What follows belongs to an exercise in optimizing a design on an open flow for small area; a production flow would make more cautious choices. Function was checked by simulation only, so behaviour that the tests miss may differ from the original. Power is estimated from default activity; no workload was simulated.

==> job 3993 <==
## ep_user_app
module ep_user_app (
  input  wire logic                  trn_clk_c,
  input  wire logic                  rst_n,
  input  wire logic                  link_up_n,
  input  wire logic                  req,
  input  wire logic [48:0]           reg_req,    
  output logic                       ack,
  output logic [31:0]                rd_data,
  output logic                       tx_valid,
  output logic [63:0]                tx_data,
  input  wire logic                  tx_ready
);
==> module ep_user_app, before the edit <==
module ep_user_app (
  input  wire logic                  trn_clk_c,
  input  wire logic                  rst_n,
  input  wire logic                  link_up_n,
  input  wire logic                  req,
  input  wire logic [48:0]           reg_req,    
  output logic                       ack,
  output logic [31:0]                rd_data,
  output logic                       tx_valid,
  output logic [63:0]                tx_data,
  input  wire logic                  tx_ready
);
  logic        clr;
  logic [15:0] addr;
  logic        wren;
  logic [31:0] wr_data;
  assign clr     = !rst_n || link_up_n;
  assign addr    = reg_req[48:33];
  assign wren    = reg_req[32];
  assign wr_data = reg_req[31:0];
  logic [1:0] st;
  logic       cmd_valid;
  always_ff @(posedge trn_clk_c) begin
    if (clr) begin
      st <= 2'b00;
    end else begin
      st[0] <= !st[1] && (st[0] || req);
      st[1] <= st[0] || (st[1] && req);
    end
  end
  assign cmd_valid = st[0] && !st[1];
  assign ack       = st[1] && !st[0];
  logic        ctrl_en;
  logic [31:0] scratch;
  logic        hit_ctrl, hit_scr, hit_lo, hit_hi, hit_id;
  logic [1:0]  rsel;
  logic        sel_scr, sel_id;
  assign hit_ctrl = (addr == 16'h0000);
  assign hit_scr  = (addr == 16'h0001);
  assign hit_lo   = (addr == 16'h0002);
  assign hit_hi   = (addr == 16'h0003);
  assign hit_id   = (addr == 16'h0220);
  logic [31:0] wd;
  assign wd = clr ? 32'b0 : wr_data;
  logic [31:0] scratch_n;
  always_ff @(posedge trn_clk_c) begin
    if (clr || (cmd_valid && wren && hit_ctrl)) ctrl_en <= wd[0];
    if (clr || (cmd_valid && wren && hit_scr))  scratch_n <= ~wd;
  end
  assign scratch = ~scratch_n;
  always_ff @(posedge trn_clk_c) begin
    if (cmd_valid) begin
      rsel[1] <= !wren && (hit_scr || hit_id);
      rsel[0] <= !wren && (hit_id || (hit_ctrl && ctrl_en));
    end
  end
  assign sel_scr = rsel[1] && !rsel[0];
  assign sel_id  = rsel[1] && rsel[0];
  assign rd_data = ({32{sel_scr}} & scratch)
                 | ({32{sel_id}} & 32'h8888_7777)
                 | {31'b0, rsel[0]};
  logic [63:0] head;
  logic [3:0]  ahead;
  logic        push;
  logic [1:0]  pat_load;
  logic        go, pop;
  logic [3:0]  addend;
  logic [63:0] sum;
  assign pat_load[0] = cmd_valid && wren && hit_lo;
  assign pat_load[1] = cmd_valid && wren && hit_hi;
  assign tx_valid = (ahead != 4'd0) && !(ahead == 4'd1 && push);
  assign pop      = tx_valid && tx_ready;
  assign go       = ctrl_en && !((ahead == 4'd15) || (ahead == 4'd14 && !push));
  assign addend = (pat_load != 2'b00) ? ahead : {3'b0, pop};
  logic [4:0]  lo_sum;
  logic [14:0] grp_ones;                  
  logic [15:0] below_ones;                
  logic [59:0] run_ones;                  
  assign lo_sum = {1'b0, head[3:0]} + {1'b0, addend};
  always_comb begin
    below_ones[0] = 1'b1;
    for (int k = 0; k < 15; k++) begin
      grp_ones[k]       = &head[4*k+4 +: 4];
      below_ones[k + 1] = below_ones[k] & grp_ones[k];
    end
    for (int k = 0; k < 15; k++) begin
      run_ones[4*k]     = below_ones[k];
      run_ones[4*k + 1] = below_ones[k] & head[4*k+4];
      run_ones[4*k + 2] = below_ones[k] & (&head[4*k+4 +: 2]);
      run_ones[4*k + 3] = below_ones[k] & (&head[4*k+4 +: 3]);
    end
  end
  assign sum = {head[63:4] ^ ({60{lo_sum[4]}} & run_ones), lo_sum[3:0]};
  always_ff @(posedge trn_clk_c) begin
    head[31:0]  <= (clr || pat_load[0]) ? wd : sum[31:0];
    head[63:32] <= (clr || pat_load[1]) ? wd : sum[63:32];
    if (clr) begin
      ahead <= '0;
      push  <= 1'b0;
    end else begin
      if (pat_load != 2'b00) begin
        ahead <= '0;
        push  <= 1'b0;
      end else begin
        ahead <= ahead + {3'b0, go} - {3'b0, pop};
        push  <= go;
      end
    end
  end
  assign tx_data = head;
endmodule
Settings: LEC_CHECK=0, CAP_MARGIN=10, CORE_MARGIN=2, CORE_UTILIZATION=62, CTS_BUF_LIST=sky130_fd_sc_hd__clkbuf_4 sky130_fd_sc_hd__clkbuf_8, SLEW_MARGIN=10; clock period 5.0 ns.
standard.sh (not shown) runs the stock make flow with config.mk's settings and CLKGATE_MAP_FILE= SYNTH_SCRIPT=/design/flow/synth_recipe.tcl, a recipe that flattens the netlist after the stock synthesis.
==> flow/flow/run.sh <==
#!/bin/bash
# ORFS layout through the standard.sh, with these changes:
#  - synthesis: no Kogge-Stone carry map, no full/half-adder cell map, and an
#    area-leaning ABC script (flow/abc_area.script); registers are unchanged
#  - port buffers use the smallest buffer cell
#  - clock tree synthesis without dummy loads
set -euo pipefail
W=$(pwd)
export MY_ABC_SCRIPT=$W/flow/abc_area.script
export BUFFER_PORTS_ARGS="-buffer_cell sky130_fd_sc_hd__buf_1"
bash standard.sh \
  "SYNTH_SCRIPT=$W/flow/synth.tcl" \
  "SYNTH_OPERATIONS_ARGS=-nofsm" \
  "ADDER_MAP_FILE=" \
  "BUFFER_PORTS_ARGS=$BUFFER_PORTS_ARGS" \
  "CTS_ARGS=-sink_clustering_enable -repair_clock_nets -dont_use_dummy_load -buf_list {sky130_fd_sc_hd__clkbuf_4 sky130_fd_sc_hd__clkbuf_8}" \
  finish > standard_flow.log 2>&1
==> flow/flow/abc_area.script <==
strash
&get -n
&st
&syn3
&dch -f
&nf -a -R 2000 -E 1000 -F 8 -A 6
&put
topo
==> flow/flow/synth.tcl <==
proc synth {args} { yosys synth -nofsm -noshare {*}$args }
proc abc {args} {
  set i [lsearch -exact $args -script]
  if {$i >= 0 && [info exists ::env(MY_ABC_SCRIPT)] && $::env(MY_ABC_SCRIPT) ne ""} {
    set args [lreplace $args [expr {$i + 1}] [expr {$i + 1}] $::env(MY_ABC_SCRIPT)]
  }
  yosys abc {*}$args
}
source $::env(SCRIPTS_DIR)/synth.tcl
# left out here: clear keep_hierarchy, flatten, clean up, hide names made inside functions, write 1_2_yosys.v
==> job 1724: changes against job 3993 <==
--- a/flow/design.v
+++ b/flow/design.v
@@ -54,4 +54,3 @@
   logic        hit_ctrl, hit_scr, hit_lo, hit_hi, hit_id;
-  logic [1:0]  rsel;
-  logic        sel_scr, sel_id;
+  logic        sel_scr, sel_id, rd_one;    
   assign hit_ctrl = (addr == 16'h0000);
@@ -71,13 +70,12 @@
     if (cmd_valid) begin
-      rsel[1] <= !wren && (hit_scr || hit_id);
-      rsel[0] <= !wren && (hit_id || (hit_ctrl && ctrl_en));
+      sel_scr <= !wren && hit_scr;
+      sel_id  <= !wren && hit_id;
+      rd_one  <= !wren && hit_ctrl && ctrl_en;
     end
   end
-  assign sel_scr = rsel[1] && !rsel[0];
-  assign sel_id  = rsel[1] && rsel[0];
   assign rd_data = ({32{sel_scr}} & scratch)
                  | ({32{sel_id}} & 32'h8888_7777)
-                 | {31'b0, rsel[0]};
+                 | {31'b0, rd_one};
   logic [63:0] head;
-  logic [3:0]  ahead;
+  logic [3:0]  level;
   logic        push;
@@ -89,6 +87,6 @@
   assign pat_load[1] = cmd_valid && wren && hit_hi;
-  assign tx_valid = (ahead != 4'd0) && !(ahead == 4'd1 && push);
+  assign tx_valid = (level != 4'd0);
   assign pop      = tx_valid && tx_ready;
-  assign go       = ctrl_en && !((ahead == 4'd15) || (ahead == 4'd14 && !push));
-  assign addend = (pat_load != 2'b00) ? ahead : {3'b0, pop};
+  assign go       = ctrl_en && !(level >= 4'(16 - 2));
+  assign addend = (pat_load != 2'b00) ? (level + {3'b0, push}) : {3'b0, pop};
   logic [4:0]  lo_sum;
@@ -116,3 +114,3 @@
     if (clr) begin
-      ahead <= '0;
+      level <= '0;
       push  <= 1'b0;
@@ -120,6 +118,6 @@
       if (pat_load != 2'b00) begin
-        ahead <= '0;
+        level <= '0;
         push  <= 1'b0;
       end else begin
-        ahead <= ahead + {3'b0, go} - {3'b0, pop};
+        level <= level + {3'b0, push} - {3'b0, pop};
         push  <= go;
==> flow/flow/abc_area.script (replaced) <==
strash
&get -n
&st
&syn3
&dch -f
&nf -a -R 1000
&st
&dch -f
&nf -a -R 1000
&put
topo
- CORE_UTILIZATION: 62 -> 65
==> job 1226: changes against job 3993 <==
--- a/flow/design.v
+++ b/flow/design.v
@@ -54,4 +54,3 @@
   logic        hit_ctrl, hit_scr, hit_lo, hit_hi, hit_id;
-  logic [1:0]  rsel;
-  logic        sel_scr, sel_id;
+  logic        sel_scr, sel_id, rd_one;    
   assign hit_ctrl = (addr == 16'h0000);
@@ -71,13 +70,12 @@
     if (cmd_valid) begin
-      rsel[1] <= !wren && (hit_scr || hit_id);
-      rsel[0] <= !wren && (hit_id || (hit_ctrl && ctrl_en));
+      sel_scr <= !wren && hit_scr;
+      sel_id  <= !wren && hit_id;
+      rd_one  <= !wren && hit_ctrl && ctrl_en;
     end
   end
-  assign sel_scr = rsel[1] && !rsel[0];
-  assign sel_id  = rsel[1] && rsel[0];
   assign rd_data = ({32{sel_scr}} & scratch)
                  | ({32{sel_id}} & 32'h8888_7777)
-                 | {31'b0, rsel[0]};
+                 | {31'b0, rd_one};
   logic [63:0] head;
-  logic [3:0]  ahead;
+  logic [3:0]  level;
   logic        push;
@@ -89,6 +87,6 @@
   assign pat_load[1] = cmd_valid && wren && hit_hi;
-  assign tx_valid = (ahead != 4'd0) && !(ahead == 4'd1 && push);
+  assign tx_valid = (level != 4'd0);
   assign pop      = tx_valid && tx_ready;
-  assign go       = ctrl_en && !((ahead == 4'd15) || (ahead == 4'd14 && !push));
-  assign addend = (pat_load != 2'b00) ? ahead : {3'b0, pop};
+  assign go       = ctrl_en && !(level >= 4'(16 - 2));
+  assign addend = (pat_load != 2'b00) ? (level + {3'b0, push}) : {3'b0, pop};
   logic [4:0]  lo_sum;
@@ -116,3 +114,3 @@
     if (clr) begin
-      ahead <= '0;
+      level <= '0;
       push  <= 1'b0;
@@ -120,6 +118,6 @@
       if (pat_load != 2'b00) begin
-        ahead <= '0;
+        level <= '0;
         push  <= 1'b0;
       end else begin
-        ahead <= ahead + {3'b0, go} - {3'b0, pop};
+        level <= level + {3'b0, push} - {3'b0, pop};
         push  <= go;
==> flow/flow/abc_area.script (replaced) <==
strash
dc2
strash
&get -n
&st
&syn3
&dc2
&dch -f
&nf -a -R 1000
&put
strash
dc2
strash
&get -n
&st
&dch -f
&nf -a -R 1000
&put
topo
- CAP_MARGIN: 10 -> 0
- CORE_UTILIZATION: 62 -> 75
- SLEW_MARGIN: 10 -> 0
==> comparison <==
Against job 1724, the hold slack of job 3993 is lower by 0.0012 ns. Between job 1724 and job 3993, the lower final cell count is in job 1724 (gap 0.39%, measured against job 3993). Combinational power: job 1724 is smaller than job 3993 (about 30%). Job 1226 ended with an error in 3_5_place_dp. Job 1724 produced a clean layout. Job 3993 finished clean. In count of clock-buffer cells in the layout, job 1724 and job 3993 do not differ. Of job 3993 and job 1724, job 3993 has the higher die area (gap about 4%, measured against job 1724). In job 1724 the sequential share of layout area is lower than in job 3993, by 0.67 points. In job 3993 the wire length is lower than in job 1724, by 12%.

[static timing again, ports no longer ideal]
How much do the figures lean on ideal ports? The routed layouts below were timed once more, with nothing changed but the port constraints.
Step 1: set_driving_cell puts a clkbuf_16 on trn_clk_c and a buf_2 on each other input, an assumption about the parent block.
Step 2 adds t to the input delays and takes it off the output delays; t is the mean of the earliest and latest rising clock arrival at the registers after step 1. Input paths then give back, and output paths get back, about the clock's delay inside the block.
Slacks: ideal / step 1 / step 2; pairs: ideal / step 1.
| run | shift t [ns] | slack for setup (ns) | slew at the worst register clock pin (ns) | worst data-port slew with drivers (ns) | cell pins on the clock port's net |
|---|---|---|---|---|---|
| job 3993 | 0.383 | 0.432 / 0.442 / 0.059 | 0.10 / 0.10 | 0.04 | 1 |
| job 1724 | 0.385 | 0.314 / 0.323 / -0.061 | 0.10 / 0.10 | 0.05 | 1 |
Met with ideal ports but missed after step 2: setup timing in job 1724. For job 1724, which loses most, drivers alone change the setup slack by +0.009 ns; drivers and shift together by -0.375 ns.
